This design comes from an exercise in tuning for small area, a short achievable clock period and few clock cycles per item on the open sky130 flow, not from production work. Function was not checked in any run shown here: the RTL went through the layout flow alone.

==> flow/design.v, too long to show whole: its modules and the start of the top module <==
// module fir_a: 316 lines
// module fir_b: 5 lines
// module luma_mul: 440 lines
// module csc_r_lo: 437 lines
// module csc_r_hi: 126 lines
// module csc_g_lo: 575 lines
// module csc_g_hi: 76 lines
// module csc_b_lo: 407 lines
// module csc_b_hi: 54 lines
// module yuv_to_rgb_top: 193 lines
module yuv_to_rgb_top (
	input logic CLOCK_50_I,
	input logic Resetn,
	input logic [31:0] in_pair,
	input logic in_valid,
	output logic in_ready,
	output logic [15:0] out_word,
	output logic out_valid,
	input logic out_ready
);
  // ...
==> flow/run.sh <==
#!/bin/bash
# synth_recipe.tcl (not shown) runs the flow's synth.tcl, then flattens the netlist and writes it again
# the make line also repeats each setting of config.mk as NAME=value (left out here)
make -C /OpenROAD-flow-scripts/flow DESIGN_CONFIG=/design/flow/config.mk WORK_HOME=/design/flow/orfs CLKGATE_MAP_FILE= SYNTH_SCRIPT=/design/flow/synth_recipe.tcl finish
==> flow/config.mk <==
export PLATFORM = sky130hd
export DESIGN_NAME = yuv_to_rgb_top
export DESIGN_NICKNAME = yuv_to_rgb_top
export VERILOG_FILES = /design/flow/design.v
export SDC_FILE = /design/flow/constraint.sdc
export NUM_CORES = 4
export LEC_CHECK = 0
export CAP_MARGIN = 20
export CORE_MARGIN = 2
export CORE_UTILIZATION = 40
export SLEW_MARGIN = 20
==> flow/constraint.sdc <==
create_clock -name core_clock -period 12.0 [get_ports {CLOCK_50_I}]
set_input_delay 2.4000 -clock core_clock [delete_from_list [all_inputs] [get_ports {CLOCK_50_I}]]
set_output_delay 2.4000 -clock core_clock [all_outputs]
set_load 0.01 [all_outputs]
==> run_results.csv, run 1 <==
group,metric,value,unit
setup_path,worstSetupPathType,"reg2reg",
grt,grt_pass1_wl,73330,um
clock_tree,ctsHoldBuffers,0,
synth,yosys-top-cells-count,"edfxtp_1, inv_1, ha_1",
synth,ys_seq_elements,387,
layout,ff_latch_area,11510,um^2
layout,clk_share,0.05024,
floorplanning,core_area,58910,um^2
status,status,"timing/DRC/antenna clean",
run,drv_cap,0,
synth,synthMuxAreaShare,0.03584,
detailed_routing,routed_via_density,4.946,
setup_path,cp_slowest_cell,"edfxtp_1",
sta,finalSetupTns,0,ps
clock_tree,cts_tree,"yes",
grt,grt_max_degree,81,
grt,grtUsageMet2,0.2428,
layout,multi_input_comb_cells,1024,
floorplanning,start_util,0.4042,
setup_path,critPathRequiredTime,12320,ps
synth,ys_warn_count,3,
synth,seq_area_frac_synth,0.4833,
layout,layout_commonest_cell,"edfxtp_1",
floorplanning,fp.dieH,248.0,um
placed_design,place_ws,7246,ps
sta,drv_slew,0,
synth,synth_cell_types,69,
grt,grtUsageTotal,0.1543,
worst_hold_path,hold_class,"reg2reg",
clock_tree,cts_resized,0,
sta,fin_crit_sh,0.3654,
setup_path,critPathCaptureType,"flop",
sta,finalHoldViolations,0,
==> run 2: changes to the inputs <==
==> flow/flow/run.sh (new file) <==
#!/bin/bash
# The standard layout (standard.sh), with ORFS's repair_timing asked for a
# setup margin: the clock period and constraints are unchanged, the resizer
# just works on paths longer than the period less the margin.
set -euo pipefail
MARGIN=${MARGIN:-7.6}
sed "s|^make -C |make SETUP_SLACK_MARGIN=$MARGIN SKIP_GATE_CLONING=1 -C |" standard.sh > flow_margin.sh
grep -q "SETUP_SLACK_MARGIN=$MARGIN" flow_margin.sh
bash flow_margin.sh finish > make.log 2>&1
==> flow/standard.sh (new file) <==
#!/bin/bash
# synth_recipe.tcl (not shown) runs the flow's synth.tcl, then flattens the netlist and writes it again
# the make line also repeats each setting of config.mk as NAME=value (left out here)
make -C /OpenROAD-flow-scripts/flow DESIGN_CONFIG=/design/flow/config.mk WORK_HOME=/design/flow/orfs CLKGATE_MAP_FILE= SYNTH_SCRIPT=/design/flow/synth_recipe.tcl "${@:-finish}"
removed: flow/run.sh
==> run 2 against run 1 <==
Net effect:
- core utilization grew 0.47 points
- clock skew grew 15 ps
- synthesized area is the same
- critical path type unchanged
- largest cell class unchanged
- highest routed layer unchanged
==> run_results.csv, run 2 <==
group,metric,value,unit
status,status,"timing/DRC/antenna clean",
floorplanning,die_area,61490,um^2
clock_tree,clkTransAtPathRegs,60,ps
grt,grt_pass1_vias,13480,
sta,finalHoldViolations,0,
clock_tree,clockBufferDepth,3,
synth,synth_top_area_frac,0.4591,
layout,largest_registers,"win (96), yq (64), pt (23)",
detailed_routing,routed_via_density,4.886,
sta,fin_worst_skew,28.55,ps
grt,antenna_found_initial,0,
layout,largest_reg_flops,96,
clock_tree,ctsHoldBuffers,0,
sta,worstMarginPinSlew,1055,ps
sta,rsz0062_at_grt,"no",
setup_path,critPathRequiredTime,12310,ps
detailed_routing,ant_nets,0,
synth,synth_ff_type,"edfxtp_1",
synth,synth_cell_types,69,
setup_path,arrival,4510,ps
floorplanning,core_area,58910,um^2
placed_design,place_ws,7246,ps
layout,drive_gt1_frac,0.1020,
layout,multi_input_area,10920,um^2
setup_path,crit_top_cell,"fa_1",
grt,grt_max_degree,87,
synth,async_flop_share,0.05943,
grt,grt_pass1_wl,71130,um
detailed_routing,drt_wl_total,44620,um
synth,yosys-top-cells-count,"edfxtp_1, inv_1, ha_1",
setup_path,cp_cell_sequence,"fa_1 > fa_1 > inv_1 > fa_1 > ha_1 > a21o_1 > a21o_1 > a21oi_1 > o21ai_0 > a21o_1 > fa_1 > xor2_1",
sta,max-slew-margin-rel,0.2915,
synth,avgSynthCellArea,13.38,um^2
grt,grt.overflow.total,0,
detailed_routing,firstDrtPassIters,5,
layout,areaGrowthSynthToFinish,12.97,%
sta,fin_crit_sh,0.3499,
sta,drv_slew,0,
synth,synthTopCellsByArea,"edfxtp_1, fa_1, ha_1, inv_1, mux2_2",
setup_path,crit_path_max_incr_delay,730,ps
setup_path,critPathCaptureType,"flop",
grt,grtUsageTotal,0.1499,
detailed_routing,routedWlPerCell,16.56,um
layout,regMostFlops,"win",
detailed_routing,drc,0,
floorplanning,fp.dieW,248.0,um
clock_tree,htree_levels,2,
sta,post-route-min-period,4198,ps
layout,fill_cells,5257,
synth,syn-cell-area,23810,um^2
floorplanning,io_pins,54,
synth,ys_seq_elements,387,
clock_tree,clock-sinks,387,
layout,layout_common_cells,"edfxtp_1, inv_1, ha_1, fa_1, a21oi_1",
setup_path,worstSetupPathType,"reg2reg",
detailed_routing,drt_iter0_markers,768,
clock_tree,cts_tree,"yes",
placed_design,post-dp-hpwl,34420,um
floorplanning,fp.dieH,248.0,um
detailed_routing,vias,13160,
sta,setup_ws,7802,ps
synth,synth_top_area_cell,"edfxtp_1",
floorplanning,rows,89,
synth,syn_nets,2225,
synth,synthCells,1780,
run,drv_cap,0,
layout,ff_latch_area,11510,um^2
setup_path,crit_path_start_kind,"flop",
setup_path,crit_fanout,7,
placed_design,port_buffers,53,
clock_tree,insertion_delay,570,ps
synth,synth_edf_count,364,
synth,ys_warn_count,3,
placed_design,gp_congestion,0.8342,
worst_hold_path,hold_class,"reg2reg",
sta,finalSetupTns,0,ps
synth,seq_area_frac_synth,0.4833,
clock_tree,clock-root-buffer,"clkbuf_16",
layout,layout_commonest_cell,"edfxtp_1",
layout,fin_nets,2331,
layout,antenna_cells,0,
synth,yosysMostFrequentCell,"edfxtp_1",
sta,finalSetupViolations,0,
sta,max_freq,238.2,MHz
setup_path,cp_slowest_cell,"edfxtp_1",
floorplanning,start_util,0.4042,
clock_tree,cts_buffers,43,
[run 2: layer usage]
metal  vias up  track usage  part of all wire
met2       221       0.2405              0.46
met5         -            0                 0
met3        51      0.02487             0.049
li1       6356            -                 -
met1      6534       0.2138              0.47
met4         0      0.03399             0.016
[run 2: cell families (layout without fill, tap and decap cells)]
family / after synthesis / in the layout / share of synthesized area
AO/OA/AOI/OAI: 266 / 266 / 0.07363
flip-flops: 387 / 387 / 0.4833
AND/OR/NAND/NOR: 201 / 201 / 0.04320
buffers and inverters: 369 / 510 / 0.05860
adder cells (fa/ha/maj): 409 / 409 / 0.2790
multiplexers: 76 / 76 / 0.03584
XOR/XNOR: 72 / 72 / 0.02649
[run 2: worst paths after layout]
path | cells past startpoint | start | slack [ps] | to
worst max register to register | 12 | pu[3] | 7800 | lg[1]
worst max-delay path | 12 | pu[3] | 7800 | lg[1]
worst min-delay path | 0 | yq[2][13] | 410 | yq[1][13]
max in group asynchronous | 1 | Resetn | 9840 | cnt[3]
min in group asynchronous | 1 | Resetn | 1810 | areg
worst min register to register | 0 | yq[2][13] | 410 | yq[1][13]
[run 2: final cells by class]
type,instances,share of cell area
Timing Repair Buffer,86,0.02949
Tap cell,773,0.03596
Clock buffer,54,0.04233
Inverter,344,0.04833
Sequential cell,387,0.4278
Multi-Input combinational cell,1024,0.4059
Clock inverter,26,0.01014
[run 2: repair_timing]
action	CTS	global route
resized for setup	0	4
buffers inserted	0	22
endpoints found under the setup margin	0	6
[run 2: critical path: cells and delay by family, from the launching register on]
kind / cells / cell delay (ps)
flip-flops: 1 / 730
adder cells (fa/ha/maj): 5 / 2250
AO/OA/AOI/OAI: 5 / 770
XOR/XNOR: 1 / 150
buffers and inverters: 1 / 50
[run 2: per-stage QoR]
| step | hold WS, ps | cell area, um^2 | cells | util |
|---|---|---|---|---|
| floorplan | 400.3 | 23820 | 1780 | - |
| global placement | 400.5 | 25290 | 2591 | 0.4293 |
| detailed placement | 404.5 | 25290 | 2591 | 0.4293 |
| CTS | 396.3 | 26700 | 2671 | 0.4532 |
| global route | 419.9 | 26900 | 2694 | 0.4566 |
| finish | 410.3 | 26900 | 2694 | 0.4566 |

[port drivers added, routing unchanged]
Ports are ideal in the flow. The routed layouts listed here were re-timed in OpenROAD. Step 1 sets driving cells, clkbuf_16 on the clock port and buf_2 on the other inputs (assumed; they add their load-dependent delay and slew). Step 2 times the ports against the registers' clock, not the clock port: input delays grow and output delays shrink by t, the midpoint of the rising clock arrivals with the driver on. Three values: no drivers, after step 1, after step 2; two values: the first two.
run | shift t [ns] | slack for setup (ns) | worst setup path at the end | worst register clock-pin slew, ns | worst data-port slew with drivers (ns)
run 1 | 0.626 | 7.615 / 7.615 / 7.281 | input to register | 0.07 / 0.07 | 0.04
run 2 | 0.618 | 7.802 / 7.802 / 7.291 | input to register | 0.07 / 0.07 | 0.04
After both steps setup and hold are still met in every run listed. The setup slack of run 2, which loses most, moves by 0.000 ns with the drivers and by -0.511 ns with both steps.
